This design comes from an exercise in tuning for small area on the open sky130 flow, not from production work.
At most, simulation tests tie the RTL to the original design; equivalence was not proved.
Power figures rest on the tool's default switching activity, not on a simulated workload.

==> flow/design.v (excerpt) <==
module ecg_feature_top (
    input  wire                    wclk,
    input  wire                    rst_n,
    input  wire                    feature_rdy,
    input  wire                    mode,
    input  wire [4-1:0] cnt_lead,
    input  ecg_feature_pkg::interval_t              rr_pre,
    input  ecg_feature_pkg::interval_t              rr_post,
    input  ecg_feature_pkg::interval_t              q_loc,
    input  ecg_feature_pkg::interval_t              s_loc,
    input  ecg_feature_pkg::interval_t              r_loc,
    input  ecg_feature_pkg::interval_t              t_loc,
    input  ecg_feature_pkg::interval_t              st_loc,
    input  ecg_feature_pkg::amp_t                   r_amp,
    input  ecg_feature_pkg::amp_t                   q_amp,
    input  ecg_feature_pkg::amp_t                   s_amp,
    input  ecg_feature_pkg::amp_t                   p_amp,
    input  ecg_feature_pkg::amp_t                   t_amp,
    input  ecg_feature_pkg::amp_t                   st_amp,
    input  ecg_feature_pkg::amp_t                   st_amp_2,
    input  ecg_feature_pkg::amp_t                   st_amp_4,
  ...
==> flow/config.mk <==
export PLATFORM = sky130hd
export DESIGN_NAME = ecg_feature_top
export DESIGN_NICKNAME = ecg_feature_top
export VERILOG_FILES = /design/flow/design.v
export SDC_FILE = /design/flow/constraint.sdc
export NUM_CORES = 4
export LEC_CHECK = 0
export ABC_AREA = 1
export CAP_MARGIN = 0
export CORE_MARGIN = 2
export CORE_UTILIZATION = 70
export SLEW_MARGIN = 0
export BUFFER_PORTS_ARGS = -buffer_cell sky130_fd_sc_hd__buf_1
export CTS_ARGS = -sink_clustering_enable -repair_clock_nets -buf_list sky130_fd_sc_hd__clkbuf_8 -sink_clustering_size 20 -sink_clustering_max_diameter 45 -dont_use_dummy_load
==> flow/constraint.sdc <==
create_clock -name core_clock -period 10.0 [get_ports {wclk}]
set_input_delay 2.0000 -clock core_clock [delete_from_list [all_inputs] [get_ports {wclk}]]
set_output_delay 2.0000 -clock core_clock [all_outputs]
set_load 0.01 [all_outputs]
standard.sh (not shown) runs the stock make flow with config.mk's settings and CLKGATE_MAP_FILE= SYNTH_SCRIPT=/design/flow/synth_recipe.tcl, a recipe that flattens the netlist after the stock synthesis.
==> flow/flow/run.sh <==
#!/bin/bash
# ORFS layout as the standard.sh runs it, with these changes:
#  - synthesis maps logic with ABC's &nf area mapper (flow/synth_wrap.tcl);
#  - the port buffers use the smallest buffer cell, buf_1;
#  - the clock tree uses larger sink clusters and no dummy loads.
set -euo pipefail
W=$PWD
cat >> config.mk <<EOC
export BUFFER_PORTS_ARGS = -buffer_cell sky130_fd_sc_hd__buf_1
export CTS_ARGS = -sink_clustering_enable -repair_clock_nets -buf_list sky130_fd_sc_hd__clkbuf_8 -sink_clustering_size 20 -sink_clustering_max_diameter 45 -dont_use_dummy_load
EOC
export ECG_ABC_SCRIPT=$W/flow/abc_nf.script
make -C "$FLOW_HOME" DESIGN_CONFIG=$W/config.mk WORK_HOME=$W/orfs CLKGATE_MAP_FILE= \
  SYNTH_SCRIPT=$W/flow/synth_wrap.tcl finish > $W/make_finish.log 2>&1
R=$W/orfs/results/$FLOW_PLATFORM/ecg_feature_top/base
: # left out here: write the final layout as DEF
==> flow/flow/abc_nf.script <==
&get -n
&st
&dc2
&dch
&nf -R 1000
&put
==> flow/flow/synth_wrap.tcl <==
proc synth {args} { yosys synth -nofsm -noshare {*}$args }
proc abc {args} {
  set i [lsearch -exact $args -script]
  if {$i >= 0} { lset args [expr {$i + 1}] $::env(ECG_ABC_SCRIPT) }
  yosys abc {*}$args
}
proc extract_fa {args} { yosys extract_fa -fa {*}$args }
source $::env(SCRIPTS_DIR)/synth.tcl
# left out here: clear keep_hierarchy, flatten, clean up, hide names made inside functions, write 1_2_yosys.v
The starting point completed without violations.
Rerun with:
--- a/flow/flow/run.sh
+++ b/flow/flow/run.sh
@@ -8,5 +8,5 @@
 cat >> config.mk <<EOC
 export BUFFER_PORTS_ARGS = -buffer_cell sky130_fd_sc_hd__buf_1
-export CTS_ARGS = -sink_clustering_enable -repair_clock_nets -buf_list sky130_fd_sc_hd__clkbuf_8 -sink_clustering_size 20 -sink_clustering_max_diameter 45 -dont_use_dummy_load
+export CTS_ARGS = -sink_clustering_enable -repair_clock_nets -buf_list sky130_fd_sc_hd__clkbuf_4 -sink_clustering_size 10 -sink_clustering_max_diameter 40 -dont_use_dummy_load
 EOC
 export ECG_ABC_SCRIPT=$W/flow/abc_nf.script
- CAP_MARGIN: 0 -> 20
- CORE_UTILIZATION: 70 -> 60
- CTS_ARGS: -sink_clustering_enable -repair_clock_nets -buf_list sky130_fd_sc_hd__clkbuf_8 -sink_clustering_size 20 -sink_clustering_max_diameter 45 -dont_use_dummy_load -> -sink_clustering_enable -repair_clock_nets -buf_list sky130_fd_sc_hd__clkbuf_4 -sink_clustering_size 10 -sink_clustering_max_diameter 40 -dont_use_dummy_load
- SLEW_MARGIN: 0 -> 20
After rerunning:
- The changed run completed with no timing, DRC or antenna violations
- final cell count rises by 3.6%
- worst hold slack gets worse by 0.013 ns
- sequential cell count does not change
- clock power falls by 4.1%
- via count falls by 5.5%
- die area rises by 16%
- setup slack gets better by 0.41 ns
- routed wire length falls by 8.7%
- core utilization falls by 12 points
- synthesized area does not change
- first-iteration DRC count falls by 25%
Rerun with:
- CAP_MARGIN: 20 -> 0
- CORE_UTILIZATION: 60 -> 70
- SLEW_MARGIN: 20 -> 0
The changed run completed without violations; global-route usage goes up by 8.3 points; routed wire length climbs by 8.6%; combinational power went up by about 0.9%; via count went up by about 6%; non-clock buffer count went down by 5; maximum frequency went down by about 4.5%; critical path depth stays the same; setup slack gets worse by 0.30 ns; design area is lower by about 1%.

* * *

ecg_feature_top, a different RTL version from the one above (not shown whole).
Size: roughly 1800 cells after synthesis, roughly 440 I/O pins, ~0.015 sq mm of cells after synthesis.
Settings: LEC_CHECK=0, ABC_AREA=1, CAP_MARGIN=20, CORE_MARGIN=2, CORE_UTILIZATION=40, CTS_BUF_LIST=sky130_fd_sc_hd__clkbuf_8, SLEW_MARGIN=20, BUFFER_PORTS_ARGS=-buffer_cell sky130_fd_sc_hd__buf_1; clock period 10.0 ns.
==> flow/flow/run.sh <==
#!/bin/bash
# Standard ORFS layout, except that the port buffers the standard flow's flow inserts
# use the smallest buffer cell (buf_1) instead of the resizer's default pick.
set -euo pipefail
echo "export BUFFER_PORTS_ARGS = -buffer_cell sky130_fd_sc_hd__buf_1" >> config.mk
bash standard.sh > standard_flow.log 2>&1
Rerun with:
==> flow/run.sh (new file) <==
#!/bin/bash
# synth_recipe.tcl (not shown) runs the flow's synth.tcl, then flattens the netlist and writes it again
# the make line also repeats each setting of config.mk as NAME=value (left out here)
make -C /OpenROAD-flow-scripts/flow DESIGN_CONFIG=/design/flow/config.mk WORK_HOME=/design/flow/orfs CLKGATE_MAP_FILE= SYNTH_SCRIPT=/design/flow/synth_recipe.tcl finish
- BUFFER_PORTS_ARGS: -buffer_cell sky130_fd_sc_hd__buf_1 -> unset
- CTS_BUF_LIST: sky130_fd_sc_hd__clkbuf_8 -> unset
removed: flow/flow/run.sh
removed: flow/standard.sh
Worst setup slack degrades by 490 ps.
Routed wire length is higher by about 4.6%.
Count of clock-buffer cells in the layout goes down by 23.
Non-clock buffer count is higher by 1.
Cell area goes up by 15%.
Clock skew is higher by 15 ps.
Total power came out higher by about 6%.
Rerun with:
==> flow/flow/run.sh (new file) <==
#!/bin/bash
# Standard ORFS layout, except that the port buffers the standard flow's flow inserts
# use the smallest buffer cell (buf_1) instead of the resizer's default pick.
set -euo pipefail
echo "export BUFFER_PORTS_ARGS = -buffer_cell sky130_fd_sc_hd__buf_1" >> config.mk
bash standard.sh > standard_flow.log 2>&1
==> flow/standard.sh (new file) <==
#!/bin/bash
# synth_recipe.tcl (not shown) runs the flow's synth.tcl, then flattens the netlist and writes it again
# the make line also repeats each setting of config.mk as NAME=value (left out here)
make -C /OpenROAD-flow-scripts/flow DESIGN_CONFIG=/design/flow/config.mk WORK_HOME=/design/flow/orfs CLKGATE_MAP_FILE= SYNTH_SCRIPT=/design/flow/synth_recipe.tcl "${@:-finish}"
- BUFFER_PORTS_ARGS: unset -> -buffer_cell sky130_fd_sc_hd__buf_1
- CTS_BUF_LIST: unset -> sky130_fd_sc_hd__clkbuf_4
removed: flow/run.sh
Outcome:
- wire length goes down by a few percent
- die area does not change
- global-route usage goes down by 0.66 points
- final area goes down by roughly a tenth
- worst setup slack improves by 590 ps
- total power goes down by roughly a tenth
- synthesized area does not change
- synthesized cell count stays the same
- worst hold slack degrades by 15 ps
- flip-flop and latch count is unchanged
No functional check of the RTL was part of any run of this note.

* * *

## 09-13
ecg_feature_top, a different RTL version from the one above (not shown whole).
Size: ~1000 cells after synthesis, roughly 390 flip-flops, ~13000 sq um of cells after synthesis.
Design ecg_feature_top, start of the top module:
module ecg_feature_top (
    input  wire                    wclk,
    input  wire                    rst_n,
    input  wire                    feature_rdy,
    input  wire                    mode,
    input  wire [4-1:0] cnt_lead,
    input  ecg_feature_pkg::interval_t              rr_pre,
    input  ecg_feature_pkg::interval_t              rr_post,
    input  ecg_feature_pkg::interval_t              q_loc,
    input  ecg_feature_pkg::interval_t              s_loc,
    input  ecg_feature_pkg::interval_t              r_loc,
    input  ecg_feature_pkg::interval_t              t_loc,
    input  ecg_feature_pkg::interval_t              st_loc,
    input  ecg_feature_pkg::amp_t                   r_amp,
    input  ecg_feature_pkg::amp_t                   q_amp,
    input  ecg_feature_pkg::amp_t                   s_amp,
    input  ecg_feature_pkg::amp_t                   p_amp,
    input  ecg_feature_pkg::amp_t                   t_amp,
    input  ecg_feature_pkg::amp_t                   st_amp,
    input  ecg_feature_pkg::amp_t                   st_amp_2,
    input  ecg_feature_pkg::amp_t                   st_amp_4,
    input  ecg_feature_pkg::amp_t                   st_amp_6,
    input  ecg_feature_pkg::amp_t                   iso_line,
    output ecg_feature_pkg::interval_t              rr_diff,
    output ecg_feature_pkg::interval_t              qrs,
    output ecg_feature_pkg::interval_t              rr_pre_rr_ave,
    output ecg_feature_pkg::interval_t              rr_post_rr_ave,
    output ecg_feature_pkg::interval_t              qrs_cur_qrs_ave,
    output ecg_feature_pkg::amp_t                   r_amp_r_amp_ave,
    output ecg_feature_pkg::amp_t                   q_amp_q_amp_ave,
    output ecg_feature_pkg::amp_t                   s_amp_s_amp_ave,
    output ecg_feature_pkg::amp_t                   p_amp_p_amp_ave,
    output ecg_feature_pkg::amp_t                   t_amp_t_amp_ave,
    output ecg_feature_pkg::amp_t                   q_amp_iso,
    output ecg_feature_pkg::amp_t                   s_amp_iso,
    output ecg_feature_pkg::amp_t                   t_amp_iso,
    output ecg_feature_pkg::amp_t                   st_amp_iso,
    output ecg_feature_pkg::amp_t                   st_slo,
    output ecg_feature_pkg::feat_sum_t              q_amp_iso_sum,
    output ecg_feature_pkg::feat_sum_t              s_amp_iso_sum,
    output ecg_feature_pkg::feat_sum_t              t_amp_iso_sum,
    output ecg_feature_pkg::feat_sum_t              st_amp_iso_sum,
    output ecg_feature_pkg::feat_sum_t              st_slo_sum,
    output logic                   feature_done,
    output logic                   init_features_end
);
clock: 10.0 ns
lec_check: 0
abc_area: 1
cap_margin: 20
core_margin: 2
core_utilization: 40
slew_margin: 20
buffer_ports_args: -buffer_cell sky130_fd_sc_hd__buf_1
cts_args: -sink_clustering_enable -repair_clock_nets -buf_list sky130_fd_sc_hd__clkbuf_8 -sink_clustering_size 16 -sink_clustering_max_diameter 50 -dont_use_dummy_load
==> flow/flow/run.sh <==
#!/bin/bash
# ORFS layout as the standard.sh runs it, with these changes:
#  - synthesis maps logic with ABC's &nf area mapper (flow/synth_wrap.tcl);
#  - the port buffers use the smallest buffer cell, buf_1;
#  - the clock tree uses larger sink clusters and no dummy loads.
set -euo pipefail
W=$PWD
cat >> config.mk <<EOC
export BUFFER_PORTS_ARGS = -buffer_cell sky130_fd_sc_hd__buf_1
export CTS_ARGS = -sink_clustering_enable -repair_clock_nets -buf_list sky130_fd_sc_hd__clkbuf_8 -sink_clustering_size 16 -sink_clustering_max_diameter 50 -dont_use_dummy_load
EOC
export ECG_ABC_SCRIPT=$W/flow/abc_nf.script
make -C "$FLOW_HOME" DESIGN_CONFIG=$W/config.mk WORK_HOME=$W/orfs CLKGATE_MAP_FILE= \
  SYNTH_SCRIPT=$W/flow/synth_wrap.tcl finish > $W/make_finish.log 2>&1
R=$W/orfs/results/$FLOW_PLATFORM/ecg_feature_top/base
: # left out here: write the final layout as DEF
==> flow/flow/abc_nf.script <==
&get -n
&st
&dch
&nf
&put
topo
==> flow/flow/synth_wrap.tcl <==
# The standard flow's synthesis (synth_recipe.tcl) with one change: Yosys's abc call uses
# the area-oriented &nf mapper script in ECG_ABC_SCRIPT instead of ORFS's
# abc_area.script. Registers and their names are untouched.
proc synth {args} { yosys synth -nofsm -noshare {*}$args }
proc abc {args} {
  set i [lsearch -exact $args -script]
  if {$i >= 0} { lset args [expr {$i + 1}] $::env(ECG_ABC_SCRIPT) }
  yosys abc {*}$args
}
source $::env(SCRIPTS_DIR)/synth.tcl
# left out here: clear keep_hierarchy, flatten, clean up, hide names made inside functions, write 1_2_yosys.v
In summary, 09-13 completed successfully, with a layout that passed the timing, DRC and antenna checks.
Modified inputs, 07-10 compared to 09-13
Settings: changing CTS_ARGS from -sink_clustering_enable -repair_clock_nets -buf_list sky130_fd_sc_hd__clkbuf_8 -sink_clustering_size 16 -sink_clustering_max_diameter 50 -dont_use_dummy_load to -sink_clustering_enable -repair_clock_nets -buf_list sky130_fd_sc_hd__clkbuf_16 -sink_clustering_size 25 -sink_clustering_max_diameter 60 -dont_use_dummy_load.
diff --git a/flow/flow/run.sh b/flow/flow/run.sh
--- a/flow/flow/run.sh
+++ b/flow/flow/run.sh
@@ -9,3 +9,3 @@
 export BUFFER_PORTS_ARGS = -buffer_cell sky130_fd_sc_hd__buf_1
-export CTS_ARGS = -sink_clustering_enable -repair_clock_nets -buf_list sky130_fd_sc_hd__clkbuf_8 -sink_clustering_size 16 -sink_clustering_max_diameter 50 -dont_use_dummy_load
+export CTS_ARGS = -sink_clustering_enable -repair_clock_nets -buf_list sky130_fd_sc_hd__clkbuf_16 -sink_clustering_size 25 -sink_clustering_max_diameter 60 -dont_use_dummy_load
 EOC
Notes after the runs:
- 07-10 | stages: all done | timing, DRC, antenna: all pass
- In the metrics for 07-10 and 09-13, the one carrying the lower portion of total power attributed to the clock network is 09-13.
- Between 07-10 and 09-13, the difference in period utilization is negligible.
- Number of endpoints with negative hold slack in the final report essentially unchanged between 09-13 and 07-10.
- Summary — flip-flop and latch share of the layout cell area, 07-10 relative to 09-13: lower, by 0.58 points.
No run of this note included a check of the RTL's function; only the layout flow was run.

## static timing again, ports no longer ideal
No port has a modelled driver above. Below, the same layouts with a new extraction and two added sets of constraints.
Step 1, drivers: a clkbuf_16 drives wclk and a buf_2 each remaining input, both assumed.
Step 2, shift: input delay + t, output delay - t, t = (earliest + latest rising clock arrival at the registers) / 2. This alone moves slack from input paths to output paths.
a / b / c = no drivers / after step 1 / after step 2; a / b = the first two.
| run | shift t [ns] | slack for setup (ns) | worst setup path at the end |
|---|---|---|---|
| the first run of note 1 | 0.591 | 3.365 / 3.371 / 2.780 | input to register |
| the second run of note 1 | 0.653 | 3.777 / 3.708 / 3.055 | input to register |
| the third run of note 1 | 0.655 | 3.482 / 3.491 / 2.836 | input to register |
| the first run of note 2 | 0.659 | 4.900 / 4.916 / 4.257 | input to register |
| the second run of note 2 | 0.577 | 4.410 / 4.436 / 3.859 | input to register |
| the third run of note 2 | 0.748 | 5.004 / 5.026 / 4.278 | input to register |
| 09-13 | 0.553 | 3.878 / 3.898 / 3.345 | input to register |
| 07-10 | 0.569 | 3.868 / 3.893 / 3.324 | input to register |
After both steps every run listed still meets setup and hold. The setup slack of the third run of note 2, which loses most, moves by +0.022 ns with the drivers and by -0.726 ns with both steps.
